Context: an optimization exercise on an open-source flow, tuned for small area and a short achievable clock period. The choices shown serve that exercise and are no tape-out recipe.
No run shown here included a check of the RTL's function; only the layout flow was run.
No activity file was given, so power comes from the tool's default toggle rates.

## flow/design.v (module list and top-level ports; edited modules follow where they fit)
// module kernelRegs: 36 lines
// module windowBuffer: 42 lines
// module convMac: 3229 lines
// module fullAdder: 10 lines
// module maxPool: 48 lines
// module convPoolLayer: 56 lines
module convPoolLayer (
    input  logic               clock,
    input  logic               rstN,
    input  logic               pixValid,
    input  cnnPkg::pixelT      pixData,
    input  logic               coefValid,
    input  cnnPkg::coefWriteT  coefWr,
    output logic               poolValid,
    output cnnPkg::poolSampleT poolOut
);
  // ...
==> flow/run.sh <==
#!/bin/bash
# synth_recipe.tcl (not shown) runs the flow's synth.tcl, then flattens the netlist and writes it again
# the make line also repeats each setting of config.mk as NAME=value (left out here)
make -C /OpenROAD-flow-scripts/flow DESIGN_CONFIG=/design/flow/config.mk WORK_HOME=/design/flow/orfs CLKGATE_MAP_FILE= SYNTH_SCRIPT=/design/flow/synth_recipe.tcl finish
==> flow/config.mk <==
export PLATFORM = sky130hd
export DESIGN_NAME = convPoolLayer
export DESIGN_NICKNAME = convPoolLayer
export VERILOG_FILES = /design/flow/design.v
export SDC_FILE = /design/flow/constraint.sdc
export NUM_CORES = 4
export LEC_CHECK = 0
export CAP_MARGIN = 20
export CORE_MARGIN = 2
export CORE_UTILIZATION = 40
export SETUP_SLACK_MARGIN = 3.5
export SLEW_MARGIN = 20
export SYNTH_HIERARCHICAL = 1
==> flow/constraint.sdc <==
create_clock -name core_clock -period 6.5 [get_ports {clock}]
set_input_delay 1.3000 -clock core_clock [delete_from_list [all_inputs] [get_ports {clock}]]
set_output_delay 1.3000 -clock core_clock [all_outputs]
set_load 0.01 [all_outputs]
==> impl_metrics.toml, run 1 <==
[outcome]
status = "timing/DRC/antenna clean"

[power]
p_leak_nw = 13.2
p_int_mw = 12.7
clkPwrFrac_pct = 16.0
pg_comb_mw = 12.7
p_comb_share_pct = 57.5
power.density_mw_per_mm2 = 619

[finish]
fin_util_pct = 46.9
buffers = 174
buffer_area_share_pct = 4.69
design.seq.count = 531
fin_cells = 3444
final-clk-cell-share_pct = 5.81
syn_to_final_growth_pct = 16.0
fillers = 6672
largest_reg_flops = 152

[critical_path]
cp-endpoint = "uConvMac.s1r45$_DFF_P_"
crit_start = "uKernelRegs.wgt[16]$_DFFE_PN0P_"
slowest_stage = "fa_2"
setup.worst_path.start_class = "register"
required_ns = 6.98
cp_slowest_stage_delay_ns = 0.63

[route]
dr.pass1.iters = 6
drt-vias-per-instance = 5.21
drt_iter0_markers = 1256
wl_mm = 89.4
met3_length_mm = 6.68

[clock_tree]
cts_tree = "built"
numClockSinks = 531
cts_buffers = 57

[min_path]
hold_start = "uConvMac.s1r0$_DFF_P_"

[global_route]
grt_pass1_vias = 20099
antenna_found_initial = 4
grt_use_met3_pct = 5.03

[logic_synthesis]
synth_top_area_share_pct = 35.8
synth_top_family_by_area = "adder cells"
synthTopCellsByCount = "fa_1 (550), nand2_1 (510), dfxtp_1 (224)"
synthCells = 2191
synth_xor_area_share_pct = 0.570

[job]
maxCapViolCount = 0

[sta]
relSlewSlack_pct = 27.5
fmax_mhz = 333
hold_violations = 0

[placement]
io_buffers = 48

[die]
die_h_um = 281
==> module convPoolLayer, before the edit <==
module convPoolLayer (
    input  logic               clock,
    input  logic               rstN,
    input  logic               pixValid,
    input  cnnPkg::pixelT      pixData,
    input  logic               coefValid,
    input  cnnPkg::coefWriteT  coefWr,
    output logic               poolValid,
    output cnnPkg::poolSampleT poolOut
);
    localparam int macStages = 3;
    logic [71:0] wgt;
    logic [7:0]  bias;
    logic        winValid;
    logic [71:0] pix;
    logic [18:0] sum;
    logic [macStages-1:0] macValid;
    kernelRegs uKernelRegs (
        .clock     (clock),
        .rstN      (rstN),
        .coefValid (coefValid),
        .coefWr    (coefWr),
        .wgt       (wgt),
        .bias      (bias)
    );
    windowBuffer uWindowBuffer (
        .clock    (clock),
        .rstN     (rstN),
        .pixValid (pixValid),
        .pixData  (pixData),
        .winValid (winValid),
        .pix      (pix)
    );
    convMac uConvMac (
        .clock (clock),
        .pix   (pix),
        .wgt   (wgt),
        .bias  (bias),
        .sum   (sum)
    );
    always_ff @(posedge clock or negedge rstN) begin
        if (!rstN) begin
            macValid <= '0;
        end else begin
            macValid <= {macValid[macStages-2:0], winValid};
        end
    end
    maxPool uMaxPool (
        .clock     (clock),
        .rstN      (rstN),
        .convValid (macValid[macStages-1]),
        .conv      (sum),
        .poolValid (poolValid),
        .poolOut   (poolOut)
    );
endmodule
==> run 2, diff against run 1 <==
--- a/flow/design.v
+++ b/flow/design.v
@@ -1523,114 +1523,4 @@
     logic fs403;
     logic fc403;
-    logic fs404;
-    logic fc404;
-    logic fs405;
-    logic fc405;
-    logic fs406;
-    logic fc406;
-    logic fs407;
-    logic fc407;
-    logic fs408;
-    logic fc408;
-    logic fs409;
-    logic fc409;
-    logic fs410;
-    logic fc410;
-    logic fs411;
-    logic fc411;
-    logic fs412;
-    logic fc412;
-    logic fs413;
-    logic fc413;
-    logic fs414;
-    logic fc414;
-    logic fs415;
-    logic fc415;
-    logic fs416;
-    logic fc416;
-    logic fs417;
-    logic fc417;
-    logic fs418;
-    logic fc418;
-    logic fs419;
-    logic fc419;
-    logic fs420;
-    logic fc420;
-    logic fs421;
-    logic fc421;
-    logic fs422;
-    logic fc422;
-    logic fs423;
-    logic fc423;
-    logic fs424;
-    logic fc424;
-    logic fs425;
-    logic fc425;
-    logic fs426;
-    logic fc426;
-    logic fs427;
-    logic fc427;
-    logic fs428;
-    logic fc428;
-    logic fs429;
-    logic fc429;
-    logic fs430;
-    logic fc430;
-    logic fs431;
-    logic fc431;
-    logic fs432;
-    logic fc432;
-    logic fs433;
-    logic fc433;
-    logic fs434;
-    logic fc434;
-    logic fs435;
-    logic fc435;
-    logic fs436;
-    logic fc436;
-    logic fs437;
-    logic fc437;
-    logic fs438;
-    logic fc438;
-    logic fs439;
-    logic fc439;
-    logic fs440;
-    logic fc440;
-    logic fs441;
-    logic fc441;
-    logic fs442;
-    logic fc442;
-    logic fs443;
-    logic fc443;
-    logic fs444;
-    logic fc444;
-    logic fs445;
-    logic fc445;
-    logic fs446;
-    logic fc446;
-    logic fs447;
-    logic fc447;
-    logic fs448;
-    logic fc448;
-    logic fs449;
-    logic fc449;
-    logic fs450;
-    logic fc450;
-    logic fs451;
-    logic fc451;
-    logic fs452;
-    logic fc452;
-    logic fs453;
-    logic fc453;
-    logic fs454;
-    logic fc454;
-    logic fs455;
-    logic fc455;
-    logic fs456;
-    logic fc456;
-    logic fs457;
-    logic fc457;
-    logic fs458;
-    logic fc458;
     logic s1r0;
     logic s1r1;
@@ -1761,4 +1651,168 @@
     logic s1r126;
     logic s1r127;
+    logic s1r128;
+    logic s1r129;
+    logic s1r130;
+    logic s1r131;
+    logic s1r132;
+    logic s1r133;
+    logic s1r134;
+    logic s1r135;
+    logic s1r136;
+    logic s1r137;
+    logic s1r138;
+    logic s1r139;
+    logic s1r140;
+    logic s1r141;
+    logic s1r142;
+    logic s1r143;
+    logic s1r144;
+    logic s1r145;
+    logic s1r146;
+    logic s1r147;
+    logic s1r148;
+    logic s1r149;
+    logic s1r150;
+    logic s1r151;
+    logic s1r152;
+    logic s1r153;
+    logic s1r154;
+    logic s1r155;
+    logic s1r156;
+    logic s1r157;
+    logic s1r158;
+    logic s1r159;
+    logic s1r160;
+    logic s1r161;
+    logic s1r162;
+    logic s1r163;
+    logic s1r164;
+    logic s1r165;
+    logic s1r166;
+    logic s1r167;
+    logic s1r168;
+    logic s1r169;
+    logic s1r170;
+    logic s1r171;
+    logic s1r172;
+    logic s1r173;
+    logic s1r174;
+    logic s1r175;
+    logic s1r176;
+    logic s1r177;
+    logic s1r178;
+    logic s1r179;
+    logic s1r180;
+    logic s1r181;
+    logic fs404;
+    logic fc404;
+    logic fs405;
+    logic fc405;
+    logic fs406;
+    logic fc406;
+    logic fs407;
+    logic fc407;
+    logic fs408;
+    logic fc408;
+    logic fs409;
+    logic fc409;
+    logic fs410;
+    logic fc410;
+    logic fs411;
+    logic fc411;
+    logic fs412;
+    logic fc412;
+    logic fs413;
+    logic fc413;
+    logic fs414;
+    logic fc414;
+    logic fs415;
+    logic fc415;
+    logic fs416;
+    logic fc416;
+    logic fs417;
+    logic fc417;
+    logic fs418;
+    logic fc418;
+    logic fs419;
+    logic fc419;
+    logic fs420;
+    logic fc420;
+    logic fs421;
+    logic fc421;
+    logic fs422;
+    logic fc422;
+    logic fs423;
+    logic fc423;
+    logic fs424;
+    logic fc424;
+    logic fs425;
+    logic fc425;
+    logic fs426;
+    logic fc426;
+    logic fs427;
+    logic fc427;
+    logic fs428;
+    logic fc428;
+    logic fs429;
+    logic fc429;
+    logic fs430;
+    logic fc430;
+    logic fs431;
+    logic fc431;
+    logic fs432;
+    logic fc432;
+    logic fs433;
+    logic fc433;
+    logic fs434;
+    logic fc434;
+    logic fs435;
+    logic fc435;
+    logic fs436;
+    logic fc436;
+    logic fs437;
+    logic fc437;
+    logic fs438;
+    logic fc438;
+    logic fs439;
+    logic fc439;
+    logic fs440;
+    logic fc440;
+    logic fs441;
+    logic fc441;
+    logic fs442;
+    logic fc442;
+    logic fs443;
+    logic fc443;
+    logic fs444;
+    logic fc444;
+    logic fs445;
+    logic fc445;
+    logic fs446;
+    logic fc446;
+    logic fs447;
+    logic fc447;
+    logic fs448;
+    logic fc448;
+    logic fs449;
+    logic fc449;
+    logic fs450;
+    logic fc450;
+    logic fs451;
+    logic fc451;
+    logic fs452;
+    logic fc452;
+    logic fs453;
+    logic fc453;
+    logic fs454;
+    logic fc454;
+    logic fs455;
+    logic fc455;
+    logic fs456;
+    logic fc456;
+    logic fs457;
+    logic fc457;
+    logic fs458;
+    logic fc458;
     logic fs459;
     logic fc459;
@@ -1881,4 +1935,72 @@
     logic fs518;
     logic fc518;
+    logic s2r182;
+    logic s2r183;
+    logic s2r184;
+    logic s2r185;
+    logic s2r186;
+    logic s2r187;
+    logic s2r188;
+    logic s2r189;
+    logic s2r190;
+    logic s2r191;
+    logic s2r192;
+    logic s2r193;
+    logic s2r194;
+    logic s2r195;
+    logic s2r196;
+    logic s2r197;
+    logic s2r198;
+    logic s2r199;
+    logic s2r200;
+    logic s2r201;
+    logic s2r202;
+    logic s2r203;
+    logic s2r204;
+    logic s2r205;
+    logic s2r206;
+    logic s2r207;
+    logic s2r208;
+    logic s2r209;
+    logic s2r210;
+    logic s2r211;
+    logic s2r212;
+    logic s2r213;
+    logic s2r214;
+    logic s2r215;
+    logic s2r216;
+    logic s2r217;
+    logic s2r218;
+    logic s2r219;
+    logic s2r220;
+    logic s2r221;
+    logic s2r222;
+    logic s2r223;
+    logic s2r224;
+    logic s2r225;
+    logic s2r226;
+    logic s2r227;
+    logic s2r228;
+    logic s2r229;
+    logic s2r230;
+    logic s2r231;
+    logic s2r232;
+    logic s2r233;
+    logic s2r234;
+    logic s2r235;
+    logic s2r236;
+    logic s2r237;
+    logic s2r238;
+    logic s2r239;
+    logic s2r240;
+    logic s2r241;
+    logic s2r242;
+    logic s2r243;
+    logic s2r244;
+    logic s2r245;
+    logic s2r246;
+    logic s2r247;
+    logic s2r248;
+    logic s2r249;
     logic fs519;
     logic fc519;
@@ -1937,60 +2059,8 @@
     logic fs546;
     logic fc546;
-    logic s2r128;
-    logic s2r129;
-    logic s2r130;
-    logic s2r131;
-    logic s2r132;
-    logic s2r133;
-    logic s2r134;
-    logic s2r135;
-    logic s2r136;
-    logic s2r137;
-    logic s2r138;
-    logic s2r139;
-    logic s2r140;
-    logic s2r141;
-    logic s2r142;
-    logic s2r143;
-    logic s2r144;
-    logic s2r145;
-    logic s2r146;
-    logic s2r147;
-    logic s2r148;
-    logic s2r149;
-    logic s2r150;
-    logic s2r151;
-    logic s2r152;
-    logic s2r153;
-    logic s2r154;
-    logic s2r155;
-    logic s2r156;
-    logic s2r157;
-    logic s2r158;
-    logic s2r159;
-    logic s2r160;
-    logic s2r161;
-    logic s2r162;
-    logic s2r163;
-    logic s2r164;
-    logic s2r165;
-    logic s2r166;
-    logic s2r167;
-    logic s2r168;
-    logic s2r169;
-    logic hs0;
-    logic hc0;
-    logic hs1;
-    logic hc1;
-    logic hs2;
-    logic hc2;
     logic fs547;
     logic fc547;
     logic fs548;
     logic fc548;
-    logic hs3;
-    logic hc3;
-    logic hs4;
-    logic hc4;
     logic fs549;
     logic fc549;
@@ -2003,12 +2073,51 @@
     logic fs553;
     logic fc553;
+    logic s3r250;
+    logic s3r251;
+    logic s3r252;
+    logic s3r253;
+    logic s3r254;
+    logic s3r255;
+    logic s3r256;
+    logic s3r257;
+    logic s3r258;
+    logic s3r259;
+    logic s3r260;
+    logic s3r261;
+    logic s3r262;
+    logic s3r263;
+    logic s3r264;
+    logic s3r265;
+    logic s3r266;
+    logic s3r267;
+    logic s3r268;
+    logic s3r269;
+    logic s3r270;
+    logic s3r271;
+    logic s3r272;
+    logic s3r273;
+    logic s3r274;
+    logic s3r275;
+    logic s3r276;
+    logic s3r277;
+    logic s3r278;
+    logic s3r279;
+    logic s3r280;
+    logic s3r281;
+    logic s3r282;
+    logic s3r283;
+    logic s3r284;
+    logic hs0;
+    logic hc0;
     logic fs554;
     logic fc554;
-    logic hs5;
-    logic hc5;
-    logic hs6;
-    logic hc6;
-    logic hs7;
-    logic hc7;
+    logic fs555;
+    logic fc555;
+    logic hs1;
+    logic hc1;
+    logic hs2;
+    logic hc2;
+    logic hs3;
+    logic hc3;
     logic [18:0] opA;
     logic [18:0] opB;
@@ -3003,241 +3112,295 @@
     fullAdder uFa402 (.a(fc314), .b(fc315), .c(fs316), .s(fs402), .co(fc402));
     fullAdder uFa403 (.a(fc316), .b(fc317), .c(fc318), .s(fs403), .co(fc403));
-    fullAdder uFa404 (.a(fs320), .b(fs195), .c(pp28), .s(fs404), .co(fc404));
-    fullAdder uFa405 (.a(fc320), .b(fs321), .c(fs322), .s(fs405), .co(fc405));
-    fullAdder uFa406 (.a(fc321), .b(fc322), .c(fc323), .s(fs406), .co(fc406));
-    fullAdder uFa407 (.a(fs324), .b(fs325), .c(fs326), .s(fs407), .co(fc407));
-    fullAdder uFa408 (.a(fc324), .b(fc325), .c(fc326), .s(fs408), .co(fc408));
-    fullAdder uFa409 (.a(fc327), .b(fs328), .c(fs329), .s(fs409), .co(fc409));
-    fullAdder uFa410 (.a(fs330), .b(fs331), .c(fs332), .s(fs410), .co(fc410));
-    fullAdder uFa411 (.a(fc328), .b(fc329), .c(fc330), .s(fs411), .co(fc411));
-    fullAdder uFa412 (.a(fc331), .b(fc332), .c(fs333), .s(fs412), .co(fc412));
-    fullAdder uFa413 (.a(fs334), .b(fs335), .c(fs336), .s(fs413), .co(fc413));
-    fullAdder uFa414 (.a(fs337), .b(fs338), .c(fs339), .s(fs414), .co(fc414));
-    fullAdder uFa415 (.a(fc333), .b(fc334), .c(fc335), .s(fs415), .co(fc415));
-    fullAdder uFa416 (.a(fc336), .b(fc337), .c(fc338), .s(fs416), .co(fc416));
-    fullAdder uFa417 (.a(fc339), .b(fs340), .c(fs341), .s(fs417), .co(fc417));
-    fullAdder uFa418 (.a(fs342), .b(fs343), .c(fs344), .s(fs418), .co(fc418));
-    fullAdder uFa419 (.a(fs345), .b(fs346), .c(fs347), .s(fs419), .co(fc419));
-    fullAdder uFa420 (.a(fc340), .b(fc341), .c(fc342), .s(fs420), .co(fc420));
-    fullAdder uFa421 (.a(fc343), .b(fc344), .c(fc345), .s(fs421), .co(fc421));
-    fullAdder uFa422 (.a(fc346), .b(fc347), .c(fs348), .s(fs422), .co(fc422));
-    fullAdder uFa423 (.a(fs349), .b(fs350), .c(fs351), .s(fs423), .co(fc423));
-    fullAdder uFa424 (.a(fs352), .b(fs353), .c(fs354), .s(fs424), .co(fc424));
-    fullAdder uFa425 (.a(fs355), .b(fs356), .c(fs357), .s(fs425), .co(fc425));
-    fullAdder uFa426 (.a(fc348), .b(fc349), .c(fc350), .s(fs426), .co(fc426));
-    fullAdder uFa427 (.a(fc351), .b(fc352), .c(fc353), .s(fs427), .co(fc427));
-    fullAdder uFa428 (.a(fc354), .b(fc355), .c(fc356), .s(fs428), .co(fc428));
-    fullAdder uFa429 (.a(fc357), .b(fs358), .c(fs359), .s(fs429), .co(fc429));
-    fullAdder uFa430 (.a(fs360), .b(fs361), .c(fs362), .s(fs430), .co(fc430));
-    fullAdder uFa431 (.a(fs363), .b(fs364), .c(fs365), .s(fs431), .co(fc431));
-    fullAdder uFa432 (.a(fc358), .b(fc359), .c(fc360), .s(fs432), .co(fc432));
-    fullAdder uFa433 (.a(fc361), .b(fc362), .c(fc363), .s(fs433), .co(fc433));
-    fullAdder uFa434 (.a(fc364), .b(fc365), .c(fc366), .s(fs434), .co(fc434));
-    fullAdder uFa435 (.a(fc367), .b(fs368), .c(fs369), .s(fs435), .co(fc435));
-    fullAdder uFa436 (.a(fs370), .b(fs371), .c(fs372), .s(fs436), .co(fc436));
-    fullAdder uFa437 (.a(fs373), .b(fs374), .c(fs375), .s(fs437), .co(fc437));
-    fullAdder uFa438 (.a(fc368), .b(fc369), .c(fc370), .s(fs438), .co(fc438));
-    fullAdder uFa439 (.a(fc371), .b(fc372), .c(fc373), .s(fs439), .co(fc439));
-    fullAdder uFa440 (.a(fc374), .b(fc375), .c(fc376), .s(fs440), .co(fc440));
-    fullAdder uFa441 (.a(fs377), .b(fs378), .c(fs379), .s(fs441), .co(fc441));
-    fullAdder uFa442 (.a(fs380), .b(fs381), .c(fs382), .s(fs442), .co(fc442));
-    fullAdder uFa443 (.a(fc377), .b(fc378), .c(fc379), .s(fs443), .co(fc443));
-    fullAdder uFa444 (.a(fc380), .b(fc381), .c(fc382), .s(fs444), .co(fc444));
-    fullAdder uFa445 (.a(fc383), .b(fc384), .c(fs385), .s(fs445), .co(fc445));
-    fullAdder uFa446 (.a(fs386), .b(fs387), .c(fs388), .s(fs446), .co(fc446));
-    fullAdder uFa447 (.a(fs389), .b(fs390), .c(fs391), .s(fs447), .co(fc447));
-    fullAdder uFa448 (.a(fc385), .b(fc386), .c(fc387), .s(fs448), .co(fc448));
-    fullAdder uFa449 (.a(fc388), .b(fc389), .c(fc390), .s(fs449), .co(fc449));
-    fullAdder uFa450 (.a(fc391), .b(fs392), .c(fs393), .s(fs450), .co(fc450));
-    fullAdder uFa451 (.a(fs394), .b(fs395), .c(fs396), .s(fs451), .co(fc451));
-    fullAdder uFa452 (.a(fc392), .b(fc393), .c(fc394), .s(fs452), .co(fc452));
-    fullAdder uFa453 (.a(fc395), .b(fc396), .c(fs397), .s(fs453), .co(fc453));
-    fullAdder uFa454 (.a(fs398), .b(fs399), .c(fs400), .s(fs454), .co(fc454));
-    fullAdder uFa455 (.a(fc397), .b(fc398), .c(fc399), .s(fs455), .co(fc455));
-    fullAdder uFa456 (.a(fc400), .b(fs401), .c(fs402), .s(fs456), .co(fc456));
-    fullAdder uFa457 (.a(fc401), .b(fc402), .c(fs403), .s(fs457), .co(fc457));
-    assign fs458 = fc403 ^ fc319;
-    assign fc458 = fc403 & fc319;
     always_ff @(posedge clock) begin
         s1r0 <= fs192;
         s1r1 <= pp9;
-        s1r2 <= fs404;
-        s1r3 <= fc404;
-        s1r4 <= fs405;
-        s1r5 <= fs323;
-        s1r6 <= fc405;
-        s1r7 <= fs406;
-        s1r8 <= fs407;
-        s1r9 <= fs327;
-        s1r10 <= pp93;
-        s1r11 <= fc406;
-        s1r12 <= fc407;
-        s1r13 <= fs408;
-        s1r14 <= fs409;
-        s1r15 <= fs410;
-        s1r16 <= fs216;
-        s1r17 <= pp139;
-        s1r18 <= fc408;
-        s1r19 <= fc409;
-        s1r20 <= fc410;
-        s1r21 <= fs411;
-        s1r22 <= fs412;
-        s1r23 <= fs413;
-        s1r24 <= fs414;
-        s1r25 <= fc411;
-        s1r26 <= fc412;
-        s1r27 <= fc413;
-        s1r28 <= fc414;
-        s1r29 <= fs415;
-        s1r30 <= fs416;
-        s1r31 <= fs417;
-        s1r32 <= fs418;
-        s1r33 <= fs419;
-        s1r34 <= pp258;
-        s1r35 <= fc415;
-        s1r36 <= fc416;
-        s1r37 <= fc417;
-        s1r38 <= fc418;
-        s1r39 <= fc419;
-        s1r40 <= fs420;
-        s1r41 <= fs421;
-        s1r42 <= fs422;
-        s1r43 <= fs423;
-        s1r44 <= fs424;
-        s1r45 <= fs425;
-        s1r46 <= fc420;
-        s1r47 <= fc421;
-        s1r48 <= fc422;
-        s1r49 <= fc423;
-        s1r50 <= fc424;
-        s1r51 <= fc425;
-        s1r52 <= fs426;
-        s1r53 <= fs427;
-        s1r54 <= fs428;
-        s1r55 <= fs429;
-        s1r56 <= fs430;
-        s1r57 <= fs431;
-        s1r58 <= fs366;
-        s1r59 <= fs367;
-        s1r60 <= fc426;
-        s1r61 <= fc427;
-        s1r62 <= fc428;
-        s1r63 <= fc429;
-        s1r64 <= fc430;
-        s1r65 <= fc431;
-        s1r66 <= fs432;
-        s1r67 <= fs433;
-        s1r68 <= fs434;
-        s1r69 <= fs435;
-        s1r70 <= fs436;
-        s1r71 <= fs437;
-        s1r72 <= fs376;
-        s1r73 <= fs283;
-        s1r74 <= fc432;
-        s1r75 <= fc433;
-        s1r76 <= fc434;
-        s1r77 <= fc435;
-        s1r78 <= fc436;
-        s1r79 <= fc437;
-        s1r80 <= fs438;
-        s1r81 <= fs439;
-        s1r82 <= fs440;
-        s1r83 <= fs441;
-        s1r84 <= fs442;
-        s1r85 <= fs383;
-        s1r86 <= fs384;
-        s1r87 <= fc438;
-        s1r88 <= fc439;
-        s1r89 <= fc440;
-        s1r90 <= fc441;
-        s1r91 <= fc442;
-        s1r92 <= fs443;
-        s1r93 <= fs444;
-        s1r94 <= fs445;
-        s1r95 <= fs446;
-        s1r96 <= fs447;
-        s1r97 <= fc443;
-        s1r98 <= fc444;
-        s1r99 <= fc445;
-        s1r100 <= fc446;
-        s1r101 <= fc447;
-        s1r102 <= fs448;
-        s1r103 <= fs449;
-        s1r104 <= fs450;
-        s1r105 <= fs451;
-        s1r106 <= fs310;
-        s1r107 <= fc448;
-        s1r108 <= fc449;
-        s1r109 <= fc450;
-        s1r110 <= fc451;
-        s1r111 <= fs452;
-        s1r112 <= fs453;
-        s1r113 <= fs454;
-        s1r114 <= fc452;
-        s1r115 <= fc453;
-        s1r116 <= fc454;
-        s1r117 <= fs455;
-        s1r118 <= fs456;
-        s1r119 <= fs317;
-        s1r120 <= fs318;
-        s1r121 <= fc455;
-        s1r122 <= fc456;
-        s1r123 <= fs457;
-        s1r124 <= fs319;
-        s1r125 <= fc457;
-        s1r126 <= fs458;
-        s1r127 <= fc458;
+        s1r2 <= fs320;
+        s1r3 <= fs195;
+        s1r4 <= pp28;
+        s1r5 <= fc320;
+        s1r6 <= fs321;
+        s1r7 <= fs322;
+        s1r8 <= fs323;
+        s1r9 <= fc321;
+        s1r10 <= fc322;
+        s1r11 <= fc323;
+        s1r12 <= fs324;
+        s1r13 <= fs325;
+        s1r14 <= fs326;
+        s1r15 <= fs327;
+        s1r16 <= pp93;
+        s1r17 <= fc324;
+        s1r18 <= fc325;
+        s1r19 <= fc326;
+        s1r20 <= fc327;
+        s1r21 <= fs328;
+        s1r22 <= fs329;
+        s1r23 <= fs330;
+        s1r24 <= fs331;
+        s1r25 <= fs332;
+        s1r26 <= fs216;
+        s1r27 <= pp139;
+        s1r28 <= fc328;
+        s1r29 <= fc329;
+        s1r30 <= fc330;
+        s1r31 <= fc331;
+        s1r32 <= fc332;
+        s1r33 <= fs333;
+        s1r34 <= fs334;
+        s1r35 <= fs335;
+        s1r36 <= fs336;
+        s1r37 <= fs337;
+        s1r38 <= fs338;
+        s1r39 <= fs339;
+        s1r40 <= fc333;
+        s1r41 <= fc334;
+        s1r42 <= fc335;
+        s1r43 <= fc336;
+        s1r44 <= fc337;
+        s1r45 <= fc338;
+        s1r46 <= fc339;
+        s1r47 <= fs340;
+        s1r48 <= fs341;
+        s1r49 <= fs342;
+        s1r50 <= fs343;
+        s1r51 <= fs344;
+        s1r52 <= fs345;
+        s1r53 <= fs346;
+        s1r54 <= fs347;
+        s1r55 <= pp258;
+        s1r56 <= fc340;
+        s1r57 <= fc341;
+        s1r58 <= fc342;
+        s1r59 <= fc343;
+        s1r60 <= fc344;
+        s1r61 <= fc345;
+        s1r62 <= fc346;
+        s1r63 <= fc347;
+        s1r64 <= fs348;
+        s1r65 <= fs349;
+        s1r66 <= fs350;
+        s1r67 <= fs351;
+        s1r68 <= fs352;
+        s1r69 <= fs353;
+        s1r70 <= fs354;
+        s1r71 <= fs355;
+        s1r72 <= fs356;
+        s1r73 <= fs357;
+        s1r74 <= fc348;
+        s1r75 <= fc349;
+        s1r76 <= fc350;
+        s1r77 <= fc351;
+        s1r78 <= fc352;
+        s1r79 <= fc353;
+        s1r80 <= fc354;
+        s1r81 <= fc355;
+        s1r82 <= fc356;
+        s1r83 <= fc357;
+        s1r84 <= fs358;
+        s1r85 <= fs359;
+        s1r86 <= fs360;
+        s1r87 <= fs361;
+        s1r88 <= fs362;
+        s1r89 <= fs363;
+        s1r90 <= fs364;
+        s1r91 <= fs365;
+        s1r92 <= fs366;
+        s1r93 <= fs367;
+        s1r94 <= fc358;
+        s1r95 <= fc359;
+        s1r96 <= fc360;
+        s1r97 <= fc361;
+        s1r98 <= fc362;
+        s1r99 <= fc363;
+        s1r100 <= fc364;
+        s1r101 <= fc365;
+        s1r102 <= fc366;
+        s1r103 <= fc367;
+        s1r104 <= fs368;
+        s1r105 <= fs369;
+        s1r106 <= fs370;
+        s1r107 <= fs371;
+        s1r108 <= fs372;
+        s1r109 <= fs373;
+        s1r110 <= fs374;
+        s1r111 <= fs375;
+        s1r112 <= fs376;
+        s1r113 <= fs283;
+        s1r114 <= fc368;
+        s1r115 <= fc369;
+        s1r116 <= fc370;
+        s1r117 <= fc371;
+        s1r118 <= fc372;
+        s1r119 <= fc373;
+        s1r120 <= fc374;
+        s1r121 <= fc375;
+        s1r122 <= fc376;
+        s1r123 <= fs377;
+        s1r124 <= fs378;
+        s1r125 <= fs379;
+        s1r126 <= fs380;
+        s1r127 <= fs381;
+        s1r128 <= fs382;
+        s1r129 <= fs383;
+        s1r130 <= fs384;
+        s1r131 <= fc377;
+        s1r132 <= fc378;
+        s1r133 <= fc379;
+        s1r134 <= fc380;
+        s1r135 <= fc381;
+        s1r136 <= fc382;
+        s1r137 <= fc383;
+        s1r138 <= fc384;
+        s1r139 <= fs385;
+        s1r140 <= fs386;
+        s1r141 <= fs387;
+        s1r142 <= fs388;
+        s1r143 <= fs389;
+        s1r144 <= fs390;
+        s1r145 <= fs391;
+        s1r146 <= fc385;
+        s1r147 <= fc386;
+        s1r148 <= fc387;
+        s1r149 <= fc388;
+        s1r150 <= fc389;
+        s1r151 <= fc390;
+        s1r152 <= fc391;
+        s1r153 <= fs392;
+        s1r154 <= fs393;
+        s1r155 <= fs394;
+        s1r156 <= fs395;
+        s1r157 <= fs396;
+        s1r158 <= fs310;
+        s1r159 <= fc392;
+        s1r160 <= fc393;
+        s1r161 <= fc394;
+        s1r162 <= fc395;
+        s1r163 <= fc396;
+        s1r164 <= fs397;
+        s1r165 <= fs398;
+        s1r166 <= fs399;
+        s1r167 <= fs400;
+        s1r168 <= fc397;
+        s1r169 <= fc398;
+        s1r170 <= fc399;
+        s1r171 <= fc400;
+        s1r172 <= fs401;
+        s1r173 <= fs402;
+        s1r174 <= fs317;
+        s1r175 <= fs318;
+        s1r176 <= fc401;
+        s1r177 <= fc402;
+        s1r178 <= fs403;
+        s1r179 <= fs319;
+        s1r180 <= fc403;
+        s1r181 <= fc319;
     end
-    fullAdder uFa459 (.a(s1r3), .b(s1r4), .c(s1r5), .s(fs459), .co(fc459));
-    fullAdder uFa460 (.a(s1r6), .b(s1r7), .c(s1r8), .s(fs460), .co(fc460));
-    fullAdder uFa461 (.a(s1r11), .b(s1r12), .c(s1r13), .s(fs461), .co(fc461));
-    fullAdder uFa462 (.a(s1r14), .b(s1r15), .c(s1r16), .s(fs462), .co(fc462));
-    fullAdder uFa463 (.a(s1r18), .b(s1r19), .c(s1r20), .s(fs463), .co(fc463));
-    fullAdder uFa464 (.a(s1r21), .b(s1r22), .c(s1r23), .s(fs464), .co(fc464));
-    fullAdder uFa465 (.a(s1r25), .b(s1r26), .c(s1r27), .s(fs465), .co(fc465));
-    fullAdder uFa466 (.a(s1r28), .b(s1r29), .c(s1r30), .s(fs466), .co(fc466));
-    fullAdder uFa467 (.a(s1r31), .b(s1r32), .c(s1r33), .s(fs467), .co(fc467));
-    fullAdder uFa468 (.a(s1r35), .b(s1r36), .c(s1r37), .s(fs468), .co(fc468));
-    fullAdder uFa469 (.a(s1r38), .b(s1r39), .c(s1r40), .s(fs469), .co(fc469));
-    fullAdder uFa470 (.a(s1r41), .b(s1r42), .c(s1r43), .s(fs470), .co(fc470));
-    fullAdder uFa471 (.a(s1r46), .b(s1r47), .c(s1r48), .s(fs471), .co(fc471));
-    fullAdder uFa472 (.a(s1r49), .b(s1r50), .c(s1r51), .s(fs472), .co(fc472));
-    fullAdder uFa473 (.a(s1r52), .b(s1r53), .c(s1r54), .s(fs473), .co(fc473));
-    fullAdder uFa474 (.a(s1r55), .b(s1r56), .c(s1r57), .s(fs474), .co(fc474));
-    fullAdder uFa475 (.a(s1r60), .b(s1r61), .c(s1r62), .s(fs475), .co(fc475));
-    fullAdder uFa476 (.a(s1r63), .b(s1r64), .c(s1r65), .s(fs476), .co(fc476));
-    fullAdder uFa477 (.a(s1r66), .b(s1r67), .c(s1r68), .s(fs477), .co(fc477));
-    fullAdder uFa478 (.a(s1r69), .b(s1r70), .c(s1r71), .s(fs478), .co(fc478));
-    fullAdder uFa479 (.a(s1r74), .b(s1r75), .c(s1r76), .s(fs479), .co(fc479));
-    fullAdder uFa480 (.a(s1r77), .b(s1r78), .c(s1r79), .s(fs480), .co(fc480));
-    fullAdder uFa481 (.a(s1r80), .b(s1r81), .c(s1r82), .s(fs481), .co(fc481));
-    fullAdder uFa482 (.a(s1r83), .b(s1r84), .c(s1r85), .s(fs482), .co(fc482));
-    fullAdder uFa483 (.a(s1r87), .b(s1r88), .c(s1r89), .s(fs483), .co(fc483));
-    fullAdder uFa484 (.a(s1r90), .b(s1r91), .c(s1r92), .s(fs484), .co(fc484));
-    fullAdder uFa485 (.a(s1r93), .b(s1r94), .c(s1r95), .s(fs485), .co(fc485));
-    fullAdder uFa486 (.a(s1r97), .b(s1r98), .c(s1r99), .s(fs486), .co(fc486));
-    fullAdder uFa487 (.a(s1r100), .b(s1r101), .c(s1r102), .s(fs487), .co(fc487));
-    fullAdder uFa488 (.a(s1r103), .b(s1r104), .c(s1r105), .s(fs488), .co(fc488));
-    fullAdder uFa489 (.a(s1r107), .b(s1r108), .c(s1r109), .s(fs489), .co(fc489));
-    fullAdder uFa490 (.a(s1r110), .b(s1r111), .c(s1r112), .s(fs490), .co(fc490));
-    fullAdder uFa491 (.a(s1r114), .b(s1r115), .c(s1r116), .s(fs491), .co(fc491));
-    fullAdder uFa492 (.a(s1r117), .b(s1r118), .c(s1r119), .s(fs492), .co(fc492));
-    fullAdder uFa493 (.a(s1r121), .b(s1r122), .c(s1r123), .s(fs493), .co(fc493));
-    fullAdder uFa494 (.a(fc459), .b(fs460), .c(s1r9), .s(fs494), .co(fc494));
+    fullAdder uFa404 (.a(s1r2), .b(s1r3), .c(s1r4), .s(fs404), .co(fc404));
+    fullAdder uFa405 (.a(s1r5), .b(s1r6), .c(s1r7), .s(fs405), .co(fc405));
+    fullAdder uFa406 (.a(s1r9), .b(s1r10), .c(s1r11), .s(fs406), .co(fc406));
+    fullAdder uFa407 (.a(s1r12), .b(s1r13), .c(s1r14), .s(fs407), .co(fc407));
+    fullAdder uFa408 (.a(s1r17), .b(s1r18), .c(s1r19), .s(fs408), .co(fc408));
+    fullAdder uFa409 (.a(s1r20), .b(s1r21), .c(s1r22), .s(fs409), .co(fc409));
+    fullAdder uFa410 (.a(s1r23), .b(s1r24), .c(s1r25), .s(fs410), .co(fc410));
+    fullAdder uFa411 (.a(s1r28), .b(s1r29), .c(s1r30), .s(fs411), .co(fc411));
+    fullAdder uFa412 (.a(s1r31), .b(s1r32), .c(s1r33), .s(fs412), .co(fc412));
+    fullAdder uFa413 (.a(s1r34), .b(s1r35), .c(s1r36), .s(fs413), .co(fc413));
+    fullAdder uFa414 (.a(s1r37), .b(s1r38), .c(s1r39), .s(fs414), .co(fc414));
+    fullAdder uFa415 (.a(s1r40), .b(s1r41), .c(s1r42), .s(fs415), .co(fc415));
+    fullAdder uFa416 (.a(s1r43), .b(s1r44), .c(s1r45), .s(fs416), .co(fc416));
+    fullAdder uFa417 (.a(s1r46), .b(s1r47), .c(s1r48), .s(fs417), .co(fc417));
+    fullAdder uFa418 (.a(s1r49), .b(s1r50), .c(s1r51), .s(fs418), .co(fc418));
+    fullAdder uFa419 (.a(s1r52), .b(s1r53), .c(s1r54), .s(fs419), .co(fc419));
+    fullAdder uFa420 (.a(s1r56), .b(s1r57), .c(s1r58), .s(fs420), .co(fc420));
+    fullAdder uFa421 (.a(s1r59), .b(s1r60), .c(s1r61), .s(fs421), .co(fc421));
+    fullAdder uFa422 (.a(s1r62), .b(s1r63), .c(s1r64), .s(fs422), .co(fc422));
+    fullAdder uFa423 (.a(s1r65), .b(s1r66), .c(s1r67), .s(fs423), .co(fc423));
+    fullAdder uFa424 (.a(s1r68), .b(s1r69), .c(s1r70), .s(fs424), .co(fc424));
+    fullAdder uFa425 (.a(s1r71), .b(s1r72), .c(s1r73), .s(fs425), .co(fc425));
+    fullAdder uFa426 (.a(s1r74), .b(s1r75), .c(s1r76), .s(fs426), .co(fc426));
+    fullAdder uFa427 (.a(s1r77), .b(s1r78), .c(s1r79), .s(fs427), .co(fc427));
+    fullAdder uFa428 (.a(s1r80), .b(s1r81), .c(s1r82), .s(fs428), .co(fc428));
+    fullAdder uFa429 (.a(s1r83), .b(s1r84), .c(s1r85), .s(fs429), .co(fc429));
+    fullAdder uFa430 (.a(s1r86), .b(s1r87), .c(s1r88), .s(fs430), .co(fc430));
+    fullAdder uFa431 (.a(s1r89), .b(s1r90), .c(s1r91), .s(fs431), .co(fc431));
+    fullAdder uFa432 (.a(s1r94), .b(s1r95), .c(s1r96), .s(fs432), .co(fc432));
+    fullAdder uFa433 (.a(s1r97), .b(s1r98), .c(s1r99), .s(fs433), .co(fc433));
+    fullAdder uFa434 (.a(s1r100), .b(s1r101), .c(s1r102), .s(fs434), .co(fc434));
+    fullAdder uFa435 (.a(s1r103), .b(s1r104), .c(s1r105), .s(fs435), .co(fc435));
+    fullAdder uFa436 (.a(s1r106), .b(s1r107), .c(s1r108), .s(fs436), .co(fc436));
+    fullAdder uFa437 (.a(s1r109), .b(s1r110), .c(s1r111), .s(fs437), .co(fc437));
+    fullAdder uFa438 (.a(s1r114), .b(s1r115), .c(s1r116), .s(fs438), .co(fc438));
+    fullAdder uFa439 (.a(s1r117), .b(s1r118), .c(s1r119), .s(fs439), .co(fc439));
+    fullAdder uFa440 (.a(s1r120), .b(s1r121), .c(s1r122), .s(fs440), .co(fc440));
+    fullAdder uFa441 (.a(s1r123), .b(s1r124), .c(s1r125), .s(fs441), .co(fc441));
+    fullAdder uFa442 (.a(s1r126), .b(s1r127), .c(s1r128), .s(fs442), .co(fc442));
+    fullAdder uFa443 (.a(s1r131), .b(s1r132), .c(s1r133), .s(fs443), .co(fc443));
+    fullAdder uFa444 (.a(s1r134), .b(s1r135), .c(s1r136), .s(fs444), .co(fc444));
+    fullAdder uFa445 (.a(s1r137), .b(s1r138), .c(s1r139), .s(fs445), .co(fc445));
+    fullAdder uFa446 (.a(s1r140), .b(s1r141), .c(s1r142), .s(fs446), .co(fc446));
+    fullAdder uFa447 (.a(s1r143), .b(s1r144), .c(s1r145), .s(fs447), .co(fc447));
+    fullAdder uFa448 (.a(s1r146), .b(s1r147), .c(s1r148), .s(fs448), .co(fc448));
+    fullAdder uFa449 (.a(s1r149), .b(s1r150), .c(s1r151), .s(fs449), .co(fc449));
+    fullAdder uFa450 (.a(s1r152), .b(s1r153), .c(s1r154), .s(fs450), .co(fc450));
+    fullAdder uFa451 (.a(s1r155), .b(s1r156), .c(s1r157), .s(fs451), .co(fc451));
+    fullAdder uFa452 (.a(s1r159), .b(s1r160), .c(s1r161), .s(fs452), .co(fc452));
+    fullAdder uFa453 (.a(s1r162), .b(s1r163), .c(s1r164), .s(fs453), .co(fc453));
+    fullAdder uFa454 (.a(s1r165), .b(s1r166), .c(s1r167), .s(fs454), .co(fc454));
+    fullAdder uFa455 (.a(s1r168), .b(s1r169), .c(s1r170), .s(fs455), .co(fc455));
+    fullAdder uFa456 (.a(s1r171), .b(s1r172), .c(s1r173), .s(fs456), .co(fc456));
+    fullAdder uFa457 (.a(s1r176), .b(s1r177), .c(s1r178), .s(fs457), .co(fc457));
+    assign fs458 = s1r180 ^ s1r181;
+    assign fc458 = s1r180 & s1r181;
+    fullAdder uFa459 (.a(fc404), .b(fs405), .c(s1r8), .s(fs459), .co(fc459));
+    fullAdder uFa460 (.a(fc405), .b(fs406), .c(fs407), .s(fs460), .co(fc460));
+    fullAdder uFa461 (.a(fc406), .b(fc407), .c(fs408), .s(fs461), .co(fc461));
+    fullAdder uFa462 (.a(fs409), .b(fs410), .c(s1r26), .s(fs462), .co(fc462));
+    fullAdder uFa463 (.a(fc408), .b(fc409), .c(fc410), .s(fs463), .co(fc463));
+    fullAdder uFa464 (.a(fs411), .b(fs412), .c(fs413), .s(fs464), .co(fc464));
+    fullAdder uFa465 (.a(fc411), .b(fc412), .c(fc413), .s(fs465), .co(fc465));
+    fullAdder uFa466 (.a(fc414), .b(fs415), .c(fs416), .s(fs466), .co(fc466));
+    fullAdder uFa467 (.a(fs417), .b(fs418), .c(fs419), .s(fs467), .co(fc467));
+    fullAdder uFa468 (.a(fc415), .b(fc416), .c(fc417), .s(fs468), .co(fc468));
+    fullAdder uFa469 (.a(fc418), .b(fc419), .c(fs420), .s(fs469), .co(fc469));
+    fullAdder uFa470 (.a(fs421), .b(fs422), .c(fs423), .s(fs470), .co(fc470));
+    fullAdder uFa471 (.a(fc420), .b(fc421), .c(fc422), .s(fs471), .co(fc471));
+    fullAdder uFa472 (.a(fc423), .b(fc424), .c(fc425), .s(fs472), .co(fc472));
+    fullAdder uFa473 (.a(fs426), .b(fs427), .c(fs428), .s(fs473), .co(fc473));
+    fullAdder uFa474 (.a(fs429), .b(fs430), .c(fs431), .s(fs474), .co(fc474));
+    fullAdder uFa475 (.a(fc426), .b(fc427), .c(fc428), .s(fs475), .co(fc475));
+    fullAdder uFa476 (.a(fc429), .b(fc430), .c(fc431), .s(fs476), .co(fc476));
+    fullAdder uFa477 (.a(fs432), .b(fs433), .c(fs434), .s(fs477), .co(fc477));
+    fullAdder uFa478 (.a(fs435), .b(fs436), .c(fs437), .s(fs478), .co(fc478));
+    fullAdder uFa479 (.a(fc432), .b(fc433), .c(fc434), .s(fs479), .co(fc479));
+    fullAdder uFa480 (.a(fc435), .b(fc436), .c(fc437), .s(fs480), .co(fc480));
+    fullAdder uFa481 (.a(fs438), .b(fs439), .c(fs440), .s(fs481), .co(fc481));
+    fullAdder uFa482 (.a(fs441), .b(fs442), .c(s1r129), .s(fs482), .co(fc482));
+    fullAdder uFa483 (.a(fc438), .b(fc439), .c(fc440), .s(fs483), .co(fc483));
+    fullAdder uFa484 (.a(fc441), .b(fc442), .c(fs443), .s(fs484), .co(fc484));
+    fullAdder uFa485 (.a(fs444), .b(fs445), .c(fs446), .s(fs485), .co(fc485));
+    fullAdder uFa486 (.a(fc443), .b(fc444), .c(fc445), .s(fs486), .co(fc486));
+    fullAdder uFa487 (.a(fc446), .b(fc447), .c(fs448), .s(fs487), .co(fc487));
+    fullAdder uFa488 (.a(fs449), .b(fs450), .c(fs451), .s(fs488), .co(fc488));
+    fullAdder uFa489 (.a(fc448), .b(fc449), .c(fc450), .s(fs489), .co(fc489));
+    fullAdder uFa490 (.a(fc451), .b(fs452), .c(fs453), .s(fs490), .co(fc490));
+    fullAdder uFa491 (.a(fc452), .b(fc453), .c(fc454), .s(fs491), .co(fc491));
+    fullAdder uFa492 (.a(fs455), .b(fs456), .c(s1r174), .s(fs492), .co(fc492));
+    fullAdder uFa493 (.a(fc455), .b(fc456), .c(fs457), .s(fs493), .co(fc493));
+    fullAdder uFa494 (.a(fc459), .b(fs460), .c(s1r15), .s(fs494), .co(fc494));
     fullAdder uFa495 (.a(fc460), .b(fs461), .c(fs462), .s(fs495), .co(fc495));
     fullAdder uFa496 (.a(fc461), .b(fc462), .c(fs463), .s(fs496), .co(fc496));
     fullAdder uFa497 (.a(fc463), .b(fc464), .c(fs465), .s(fs497), .co(fc497));
-    fullAdder uFa498 (.a(fs466), .b(fs467), .c(s1r34), .s(fs498), .co(fc498));
+    fullAdder uFa498 (.a(fs466), .b(fs467), .c(s1r55), .s(fs498), .co(fc498));
     fullAdder uFa499 (.a(fc465), .b(fc466), .c(fc467), .s(fs499), .co(fc499));
     fullAdder uFa500 (.a(fs468), .b(fs469), .c(fs470), .s(fs500), .co(fc500));
     fullAdder uFa501 (.a(fc468), .b(fc469), .c(fc470), .s(fs501), .co(fc501));
     fullAdder uFa502 (.a(fs471), .b(fs472), .c(fs473), .s(fs502), .co(fc502));
-    fullAdder uFa503 (.a(fs474), .b(s1r58), .c(s1r59), .s(fs503), .co(fc503));
+    fullAdder uFa503 (.a(fs474), .b(s1r92), .c(s1r93), .s(fs503), .co(fc503));
     fullAdder uFa504 (.a(fc471), .b(fc472), .c(fc473), .s(fs504), .co(fc504));
     fullAdder uFa505 (.a(fc474), .b(fs475), .c(fs476), .s(fs505), .co(fc505));
-    fullAdder uFa506 (.a(fs477), .b(fs478), .c(s1r72), .s(fs506), .co(fc506));
+    fullAdder uFa506 (.a(fs477), .b(fs478), .c(s1r112), .s(fs506), .co(fc506));
     fullAdder uFa507 (.a(fc475), .b(fc476), .c(fc477), .s(fs507), .co(fc507));
     fullAdder uFa508 (.a(fc478), .b(fs479), .c(fs480), .s(fs508), .co(fc508));
-    fullAdder uFa509 (.a(fs481), .b(fs482), .c(s1r86), .s(fs509), .co(fc509));
+    fullAdder uFa509 (.a(fs481), .b(fs482), .c(s1r130), .s(fs509), .co(fc509));
     fullAdder uFa510 (.a(fc479), .b(fc480), .c(fc481), .s(fs510), .co(fc510));
     fullAdder uFa511 (.a(fc482), .b(fs483), .c(fs484), .s(fs511), .co(fc511));
@@ -3245,27 +3408,97 @@
     fullAdder uFa513 (.a(fs486), .b(fs487), .c(fs488), .s(fs513), .co(fc513));
     fullAdder uFa514 (.a(fc486), .b(fc487), .c(fc488), .s(fs514), .co(fc514));
-    fullAdder uFa515 (.a(fs489), .b(fs490), .c(s1r113), .s(fs515), .co(fc515));
+    fullAdder uFa515 (.a(fs489), .b(fs490), .c(fs454), .s(fs515), .co(fc515));
     fullAdder uFa516 (.a(fc489), .b(fc490), .c(fs491), .s(fs516), .co(fc516));
     fullAdder uFa517 (.a(fc491), .b(fc492), .c(fs493), .s(fs517), .co(fc517));
-    fullAdder uFa518 (.a(fc493), .b(s1r125), .c(s1r126), .s(fs518), .co(fc518));
-    fullAdder uFa519 (.a(fc494), .b(fs495), .c(s1r17), .s(fs519), .co(fc519));
-    fullAdder uFa520 (.a(fc495), .b(fs496), .c(fs464), .s(fs520), .co(fc520));
-    fullAdder uFa521 (.a(fc496), .b(fs497), .c(fs498), .s(fs521), .co(fc521));
-    fullAdder uFa522 (.a(fc497), .b(fc498), .c(fs499), .s(fs522), .co(fc522));
-    fullAdder uFa523 (.a(fs500), .b(s1r44), .c(s1r45), .s(fs523), .co(fc523));
-    fullAdder uFa524 (.a(fc499), .b(fc500), .c(fs501), .s(fs524), .co(fc524));
-    fullAdder uFa525 (.a(fc501), .b(fc502), .c(fc503), .s(fs525), .co(fc525));
-    fullAdder uFa526 (.a(fs504), .b(fs505), .c(fs506), .s(fs526), .co(fc526));
-    fullAdder uFa527 (.a(fc504), .b(fc505), .c(fc506), .s(fs527), .co(fc527));
-    fullAdder uFa528 (.a(fs507), .b(fs508), .c(fs509), .s(fs528), .co(fc528));
-    fullAdder uFa529 (.a(fc507), .b(fc508), .c(fc509), .s(fs529), .co(fc529));
-    fullAdder uFa530 (.a(fs510), .b(fs511), .c(fs485), .s(fs530), .co(fc530));
-    fullAdder uFa531 (.a(fc510), .b(fc511), .c(fs512), .s(fs531), .co(fc531));
-    fullAdder uFa532 (.a(fc512), .b(fc513), .c(fs514), .s(fs532), .co(fc532));
-    fullAdder uFa533 (.a(fc514), .b(fc515), .c(fs516), .s(fs533), .co(fc533));
-    fullAdder uFa534 (.a(fc516), .b(fs517), .c(s1r124), .s(fs534), .co(fc534));
-    assign fs535 = fc518 ^ s1r127;
-    assign fc535 = fc518 & s1r127;
-    fullAdder uFa536 (.a(fc519), .b(fs520), .c(s1r24), .s(fs536), .co(fc536));
+    fullAdder uFa518 (.a(fc493), .b(fc457), .c(fs458), .s(fs518), .co(fc518));
+    always_ff @(posedge clock) begin
+        s2r182 <= s1r0;
+        s2r183 <= s1r1;
+        s2r184 <= fs404;
+        s2r185 <= fs459;
+        s2r186 <= fs494;
+        s2r187 <= s1r16;
+        s2r188 <= fc494;
+        s2r189 <= fs495;
+        s2r190 <= s1r27;
+        s2r191 <= fc495;
+        s2r192 <= fs496;
+        s2r193 <= fs464;
+        s2r194 <= fs414;
+        s2r195 <= fc496;
+        s2r196 <= fs497;
+        s2r197 <= fs498;
+        s2r198 <= fc497;
+        s2r199 <= fc498;
+        s2r200 <= fs499;
+        s2r201 <= fs500;
+        s2r202 <= fs424;
+        s2r203 <= fs425;
+        s2r204 <= fc499;
+        s2r205 <= fc500;
+        s2r206 <= fs501;
+        s2r207 <= fs502;
+        s2r208 <= fs503;
+        s2r209 <= fc501;
+        s2r210 <= fc502;
+        s2r211 <= fc503;
+        s2r212 <= fs504;
+        s2r213 <= fs505;
+        s2r214 <= fs506;
+        s2r215 <= s1r113;
+        s2r216 <= fc504;
+        s2r217 <= fc505;
+        s2r218 <= fc506;
+        s2r219 <= fs507;
+        s2r220 <= fs508;
+        s2r221 <= fs509;
+        s2r222 <= fc507;
+        s2r223 <= fc508;
+        s2r224 <= fc509;
+        s2r225 <= fs510;
+        s2r226 <= fs511;
+        s2r227 <= fs485;
+        s2r228 <= fs447;
+        s2r229 <= fc510;
+        s2r230 <= fc511;
+        s2r231 <= fs512;
+        s2r232 <= fs513;
+        s2r233 <= s1r158;
+        s2r234 <= fc512;
+        s2r235 <= fc513;
+        s2r236 <= fs514;
+        s2r237 <= fs515;
+        s2r238 <= fc514;
+        s2r239 <= fc515;
+        s2r240 <= fs516;
+        s2r241 <= fs492;
+        s2r242 <= s1r175;
+        s2r243 <= fc516;
+        s2r244 <= fs517;
+        s2r245 <= s1r179;
+        s2r246 <= fc517;
+        s2r247 <= fs518;
+        s2r248 <= fc518;
+        s2r249 <= fc458;
+    end
+    fullAdder uFa519 (.a(s2r188), .b(s2r189), .c(s2r190), .s(fs519), .co(fc519));
+    fullAdder uFa520 (.a(s2r191), .b(s2r192), .c(s2r193), .s(fs520), .co(fc520));
+    fullAdder uFa521 (.a(s2r195), .b(s2r196), .c(s2r197), .s(fs521), .co(fc521));
+    fullAdder uFa522 (.a(s2r198), .b(s2r199), .c(s2r200), .s(fs522), .co(fc522));
+    fullAdder uFa523 (.a(s2r201), .b(s2r202), .c(s2r203), .s(fs523), .co(fc523));
+    fullAdder uFa524 (.a(s2r204), .b(s2r205), .c(s2r206), .s(fs524), .co(fc524));
+    fullAdder uFa525 (.a(s2r209), .b(s2r210), .c(s2r211), .s(fs525), .co(fc525));
+    fullAdder uFa526 (.a(s2r212), .b(s2r213), .c(s2r214), .s(fs526), .co(fc526));
+    fullAdder uFa527 (.a(s2r216), .b(s2r217), .c(s2r218), .s(fs527), .co(fc527));
+    fullAdder uFa528 (.a(s2r219), .b(s2r220), .c(s2r221), .s(fs528), .co(fc528));
+    fullAdder uFa529 (.a(s2r222), .b(s2r223), .c(s2r224), .s(fs529), .co(fc529));
+    fullAdder uFa530 (.a(s2r225), .b(s2r226), .c(s2r227), .s(fs530), .co(fc530));
+    fullAdder uFa531 (.a(s2r229), .b(s2r230), .c(s2r231), .s(fs531), .co(fc531));
+    fullAdder uFa532 (.a(s2r234), .b(s2r235), .c(s2r236), .s(fs532), .co(fc532));
+    fullAdder uFa533 (.a(s2r238), .b(s2r239), .c(s2r240), .s(fs533), .co(fc533));
+    fullAdder uFa534 (.a(s2r243), .b(s2r244), .c(s2r245), .s(fs534), .co(fc534));
+    assign fs535 = s2r248 ^ s2r249;
+    assign fc535 = s2r248 & s2r249;
+    fullAdder uFa536 (.a(fc519), .b(fs520), .c(s2r194), .s(fs536), .co(fc536));
     fullAdder uFa537 (.a(fc521), .b(fs522), .c(fs523), .s(fs537), .co(fc537));
     fullAdder uFa538 (.a(fc522), .b(fc523), .c(fs524), .s(fs538), .co(fc538));
@@ -3274,79 +3507,65 @@
     fullAdder uFa541 (.a(fc527), .b(fc528), .c(fs529), .s(fs541), .co(fc541));
     fullAdder uFa542 (.a(fc529), .b(fc530), .c(fs531), .s(fs542), .co(fc542));
-    fullAdder uFa543 (.a(fc531), .b(fs532), .c(fs515), .s(fs543), .co(fc543));
-    fullAdder uFa544 (.a(fc532), .b(fs533), .c(fs492), .s(fs544), .co(fc544));
+    fullAdder uFa543 (.a(fc531), .b(fs532), .c(s2r237), .s(fs543), .co(fc543));
+    fullAdder uFa544 (.a(fc532), .b(fs533), .c(s2r241), .s(fs544), .co(fc544));
     assign fs545 = fc533 ^ fs534;
     assign fc545 = fc533 & fs534;
-    fullAdder uFa546 (.a(fc534), .b(fc517), .c(fs518), .s(fs546), .co(fc546));
+    fullAdder uFa546 (.a(fc534), .b(s2r246), .c(s2r247), .s(fs546), .co(fc546));
+    fullAdder uFa547 (.a(fc536), .b(fc520), .c(fs521), .s(fs547), .co(fc547));
+    fullAdder uFa548 (.a(fc537), .b(fs538), .c(s2r207), .s(fs548), .co(fc548));
+    fullAdder uFa549 (.a(fc538), .b(fs539), .c(s2r215), .s(fs549), .co(fc549));
+    fullAdder uFa550 (.a(fc539), .b(fs540), .c(fs528), .s(fs550), .co(fc550));
+    fullAdder uFa551 (.a(fc540), .b(fs541), .c(fs530), .s(fs551), .co(fc551));
+    fullAdder uFa552 (.a(fc541), .b(fs542), .c(s2r232), .s(fs552), .co(fc552));
+    fullAdder uFa553 (.a(fc543), .b(fs544), .c(s2r242), .s(fs553), .co(fc553));
     always_ff @(posedge clock) begin
-        s2r128 <= s1r0;
-        s2r129 <= s1r1;
-        s2r130 <= s1r2;
-        s2r131 <= fs459;
-        s2r132 <= fs494;
-        s2r133 <= s1r10;
-        s2r134 <= fs519;
-        s2r135 <= fs536;
-        s2r136 <= fc536;
-        s2r137 <= fc520;
-        s2r138 <= fs521;
-        s2r139 <= fs537;
-        s2r140 <= fc537;
-        s2r141 <= fs538;
-        s2r142 <= fs502;
-        s2r143 <= fs503;
-        s2r144 <= fc538;
-        s2r145 <= fs539;
-        s2r146 <= s1r73;
-        s2r147 <= fc539;
-        s2r148 <= fs540;
-        s2r149 <= fs528;
-        s2r150 <= fc540;
-        s2r151 <= fs541;
-        s2r152 <= fs530;
-        s2r153 <= s1r96;
-        s2r154 <= fc541;
-        s2r155 <= fs542;
-        s2r156 <= fs513;
-        s2r157 <= s1r106;
-        s2r158 <= fc542;
-        s2r159 <= fs543;
-        s2r160 <= fc543;
-        s2r161 <= fs544;
-        s2r162 <= s1r120;
-        s2r163 <= fc544;
-        s2r164 <= fs545;
-        s2r165 <= fc545;
-        s2r166 <= fs546;
-        s2r167 <= fc546;
-        s2r168 <= fs535;
-        s2r169 <= fc535;
+        s3r250 <= s2r182;
+        s3r251 <= s2r183;
+        s3r252 <= s2r184;
+        s3r253 <= s2r185;
+        s3r254 <= s2r186;
+        s3r255 <= s2r187;
+        s3r256 <= fs519;
+        s3r257 <= fs536;
+        s3r258 <= fs547;
+        s3r259 <= fc547;
+        s3r260 <= fs537;
+        s3r261 <= fs548;
+        s3r262 <= s2r208;
+        s3r263 <= fc548;
+        s3r264 <= fs549;
+        s3r265 <= fc549;
+        s3r266 <= fs550;
+        s3r267 <= fc550;
+        s3r268 <= fs551;
+        s3r269 <= s2r228;
+        s3r270 <= fc551;
+        s3r271 <= fs552;
+        s3r272 <= s2r233;
+        s3r273 <= fc552;
+        s3r274 <= fc542;
+        s3r275 <= fs543;
+        s3r276 <= fs553;
+        s3r277 <= fc553;
+        s3r278 <= fc544;
+        s3r279 <= fs545;
+        s3r280 <= fc545;
+        s3r281 <= fs546;
+        s3r282 <= fc546;
+        s3r283 <= fs535;
+        s3r284 <= fc535;
     end
-    assign hs0 = ~(s2r140 ^ s2r141);
-    assign hc0 = s2r140 | s2r141;
-    assign hs1 = ~(s2r144 ^ s2r145);
-    assign hc1 = s2r144 | s2r145;
-    assign hs2 = ~(s2r147 ^ s2r148);
-    assign hc2 = s2r147 | s2r148;
-    fullAdder uFa547 (.a(s2r150), .b(s2r151), .c(s2r152), .s(fs547), .co(fc547));
-    fullAdder uFa548 (.a(s2r154), .b(s2r155), .c(s2r156), .s(fs548), .co(fc548));
-    assign hs3 = ~(s2r136 ^ s2r137);
-    assign hc3 = s2r136 | s2r137;
-    assign hs4 = ~(hs0 ^ s2r142);
-    assign hc4 = hs0 | s2r142;
-    fullAdder uFa549 (.a(hc0), .b(hs1), .c(s2r146), .s(fs549), .co(fc549));
-    fullAdder uFa550 (.a(hc1), .b(hs2), .c(s2r149), .s(fs550), .co(fc550));
-    fullAdder uFa551 (.a(hc2), .b(fs547), .c(s2r153), .s(fs551), .co(fc551));
-    fullAdder uFa552 (.a(fc547), .b(fs548), .c(s2r157), .s(fs552), .co(fc552));
-    fullAdder uFa553 (.a(fc548), .b(s2r158), .c(s2r159), .s(fs553), .co(fc553));
-    fullAdder uFa554 (.a(s2r160), .b(s2r161), .c(s2r162), .s(fs554), .co(fc554));
-    assign hs5 = ~(s2r163 ^ s2r164);
-    assign hc5 = s2r163 | s2r164;
-    assign hs6 = ~(s2r165 ^ s2r166);
-    assign hc6 = s2r165 | s2r166;
-    assign hs7 = ~(s2r167 ^ s2r168);
-    assign hc7 = s2r167 | s2r168;
-    assign opA = {hc7, hc6, hc5, fc554, fc553, fc552, fc551, fc550, fc549, hc4, hs4, hc3, hs3, s2r135, s2r134, s2r132, s2r131, s2r130, s2r128};
-    assign opB = {s2r169, hs7, hs6, hs5, fs554, fs553, fs552, fs551, fs550, fs549, s2r143, s2r139, s2r138, 1'b1, 1'b1, s2r133, 1'b1, 1'b1, s2r129};
+    assign hs0 = ~(s3r267 ^ s3r268);
+    assign hc0 = s3r267 | s3r268;
+    fullAdder uFa554 (.a(s3r270), .b(s3r271), .c(s3r272), .s(fs554), .co(fc554));
+    fullAdder uFa555 (.a(s3r273), .b(s3r274), .c(s3r275), .s(fs555), .co(fc555));
+    assign hs1 = ~(s3r277 ^ s3r278);
+    assign hc1 = s3r277 | s3r278;
+    assign hs2 = ~(s3r280 ^ s3r281);
+    assign hc2 = s3r280 | s3r281;
+    assign hs3 = ~(s3r282 ^ s3r283);
+    assign hc3 = s3r282 | s3r283;
+    assign opA = {hc3, hc2, hc1, hs1, fc555, fc554, hc0, hs0, s3r265, s3r263, s3r261, s3r259, s3r258, s3r257, s3r256, s3r254, s3r253, s3r252, s3r250};
+    assign opB = {s3r284, hs3, hs2, s3r279, s3r276, fs555, fs554, s3r269, s3r266, s3r264, s3r262, s3r260, 1'b1, 1'b1, 1'b1, s3r255, 1'b1, 1'b1, s3r251};
     always_ff @(posedge clock) begin
         sum <= ~opA + ~opB;
@@ -3423,5 +3642,5 @@
     output cnnPkg::poolSampleT poolOut
 );
-    localparam int macStages = 3;
+    localparam int macStages = 4;
     logic [71:0] wgt;
     logic [7:0]  bias;
--- a/flow/config.mk
+++ b/flow/config.mk
@@ -9,5 +9,5 @@
 export CORE_MARGIN = 2
 export CORE_UTILIZATION = 40
-export SETUP_SLACK_MARGIN = 3.5
+export SETUP_SLACK_MARGIN = 4.0
 export SLEW_MARGIN = 20
 export SYNTH_HIERARCHICAL = 1
==> impl_metrics.toml, run 2 <==
[sta]
fin_crit_sh_pct = 43.4
finalMaxSlewViolations = 0
worstMarginPinSlew_ns = 1.04
hold_violations = 0
setup_violations = 0
relSlewSlack_pct = 30.8
rsz0062_at_grt = "yes"
setup_tns_ns = 0
min_period_ns = 2.82
finClkSkew_ns = 0.0185
fmax_mhz = 354

[power]
power.density_mw_per_mm2 = 553
p_leak_nw = 14.5
total_power_mw = 21.4
peakVddDrop_uv = 310

[route]
drtAntennaViolNets = 0
wl_mm = 92.8
wl_per_cell_um = 25.7
dr.pass1.iters = 5
drt_iter0_markers = 1490
vias = 18921
drt-vias-per-instance = 5.23
drc = 0

[critical_path]
cp_top_family = "simple AND/OR/NAND/NOR gates"
arrival_ns = 3.18
setup.worst_path.start_class = "register"
required_ns = 6.86
critical_path_class = "reg -> reg"
critPathMaxFanout = 6
rr_endpoint = "uMaxPool.pairQ[0][0]$_DFFE_PP_"
cp_slowest_stage_delay_ns = 0.41
r2r_start = "uMaxPool.other[14]$_DFFE_PP_"
cp_num_cells = 10
endpoint_kind = "register"
slowest_stage = "nor4_4"
crit_chain = "inv_2 -> ha_4 -> nand4_1 -> nor4_4 -> o31ai_4 -> and4_4 -> o32ai_4 -> buf_4 -> buf_8 -> mux2_4"
ff2ff_path_depth = 10
path_buf_inv = 3
rrSetupSlack_ns = 3.68

[min_path]
hold_start = "uConvMac.s1r1$_DFF_P_"
hold_class = "reg -> reg"
whs_path_depth = 0
worst_hold_path.endpoint = "uConvMac.s2r183$_DFF_P_"

[logic_synthesis]
ys_warn_count = 13
synth.mux.area_fraction_pct = 3.66
synth_top_area_share_pct = 33.2
synthAdderAreaFrac_pct = 34.9
synth_cell_types = 65
synthCells = 2372
synth_area_leader_cell = "fa_1"
yosysSeqAreaShare_pct = 46.8
ys_top_cells_by_area = "fa_1 (33%), dfxtp_1 (20%), edfxtp_1 (19%)"
yosys.cell_count.top_type = "fa_1"
synth_xor_area_share_pct = 0.580
synthTopCellsByCount = "fa_1 (551), nand2_1 (508), dfxtp_1 (339)"
synthFlopType = "dfxtp_1"
synth_edf_count = 209
yosys.area_share.simple_pct = 9.44
synth_compound_area_share_pct = 2.04
synthArstFlopShare_pct = 15.3
synth_top_family_by_area = "adder cells"
ys_ff_latch = 647
syn-cell-area_mm2 = 0.0332
synthesis.nets = 2993
syn_avg_cell_area_um2 = 14.0

[clock_tree]
cts-htree-levels = 3
cts_buffers = 72
clk_path_buf_depth = 3
cts-root-buf = "clkbuf_16"
cts_tree = "built"
clk_latency_ns = 0.62
clk_pin_slew_ns = 0.06
numClockSinks = 647

[die]
die_width_um = 292
core_mm2 = 0.0821
ios = 49
initial_utilization_pct = 40.5
die_h_um = 292
dieArea_mm2 = 0.0854
num_rows = 105

[placement]
dpl_cell_area_mm2 = 0.0345
io_buffers = 48
place_congestion = 0.928
hpwl_mm = 69.4

[global_route]
grt_pass1_vias = 21086
antenna_found_initial = 3
grt_pass1_wl_mm = 137
globalRouteOverflowTotal = 0
grt_max_degree = 96
grtUsageTotal_pct = 22.2

[finish]
drive_gt1_share_pct = 20.1
largest_reg_flops = 152
syn_to_final_growth_pct = 16.3
largest_registers = "uWindowBuffer.shift: 152 flops, uKernelRegs.wgt: 72 flops, uMaxPool.pairQ: 38 flops"
postLayoutCellArea_mm2 = 0.0387
antennaDiodeCount = 0
final_common_cell = "fa_1"
fin_util_pct = 47.1
nNetsFinal = 3110
top_register = "uWindowBuffer.shift"
fillers = 7025
most-common-layout-cells = "fa_1 (542), nand2_1 (505), dfxtp_1 (335), edfxtp_1 (209), and2_1 (118)"

[outcome]
status = "timing/DRC/antenna clean"

[job]
maxCapViolCount = 0
-- run 2: cell types whose count changed after synthesis, moves of 5 or more --
cell / before / now
and2_1: 131 / 126
dfxtp_1: 224 / 339
inv_1: 75 / 60
clkbuf_1: 39 / 139
ha_1: 51 / 46
-- run 2: worst max path at each step --
stage | startpoint | endpoint
after global routing | uMaxPool.other[18]$_DFFE_PP_ | uMaxPool.pairQ[0][2]$_DFFE_PP_
after CTS | uMaxPool.other[13]$_DFFE_PP_ | uMaxPool.pairQ[0][18]$_DFFE_PP_
after detailed placement | uMaxPool.other[2]$_DFFE_PP_ | uMaxPool.other[14]$_DFFE_PP_
final | uMaxPool.other[14]$_DFFE_PP_ | uMaxPool.pairQ[0][0]$_DFFE_PP_
after floorplan | uMaxPool.other[4]$_DFFE_PP_ | uMaxPool.pairQ[0][10]$_DFFE_PP_
after global placement | uMaxPool.other[13]$_DFFE_PP_ | uMaxPool.pairQ[0][2]$_DFFE_PP_
-- run 2: final cells by class --
cell class	count	area (um2)	area share (%)
sequential	647	15600	40.4
clock buffer	90	1960	5.06
inverter	60	225	0.583
tap	1070	1340	3.46
timing repair buffer	200	2020	5.23
multi-input combinational	1508	17000	44.1
clock inverter	41	448	1.16
-- run 2: per-module statistics from Yosys (local to each module, per instance) --
module,cells,flops+latches,cell area (um2)
kernelRegs,200,93,3380
convMac,1147,304,10000
windowBuffer,177,159,4880
maxPool,293,87,3800
fullAdder,1,0,20.0
convPoolLayer,4,4,100
-- run 2: timing repair --
item	4_1_cts	5_1_grt
resized for setup	128	76
pin swaps	4	26
buffers inserted	95	49
endpoints found under the setup margin	185	106
hold buffers	0	0
cloned	1	2
-- run 2: power breakdown --
part | switching, mW | internal, mW | leakage (nW)
sequential | 1.19 | 5.89 | 6.01
clock | 1.69 | 2.44 | 1.18
combinational | 5.53 | 4.64 | 7.27
-- run 2: through the flow --
step | hold WS [ns] | cells | worst slack, ns
finish | 0.326 | 3616 | 3.68
global route | 0.328 | 3616 | 3.57
CTS | 0.326 | 3565 | 3.69
detailed placement | 0.312 | 3338 | 3.13
global placement | 0.310 | 3337 | 3.16
floorplan | 0.310 | 2372 | 3.93
-- run 2: kinds of logic after synthesis --
logic type,count (synthesis)
compound gates,91
xor+xnor,22
fa+ha+maj,597
buf+inv,218
flops,647
mux,102
simple gates,695
-- run 2: routing by layer --
layer	global-route usage, %	vias up	part of all wire, %
met5	0	-	0
met4	9.21	0	4.7
met3	5.35	264	7.7
met2	36.0	870	47
met1	28.5	9946	40
li1	-	7841	-

==> afterwards: timing with drivers on the ports <==
No port has a modelled driver above. Below, the same layouts with a new extraction and two added sets of constraints.
Step 1 (the two cells are an assumption about what drives the block):
set clk [get_ports {clock}]
set_driving_cell -lib_cell sky130_fd_sc_hd__clkbuf_16 $clk
set_driving_cell -lib_cell sky130_fd_sc_hd__buf_2 [delete_from_list [all_inputs] $clk]
Step 2, shift: input delay + t, output delay - t, t = (earliest + latest rising clock arrival at the registers) / 2. This alone moves slack from input paths to output paths.
Slacks: ideal / step 1 / step 2; pairs: ideal / step 1.
run	t, ns	slack for setup (ns)	worst data-port slew with drivers (ns)
run 1	0.683	3.497 / 3.497 / 3.497	0.04
run 2	0.678	3.678 / 3.678 / 3.678	0.05
After both steps every run listed still meets setup and hold.
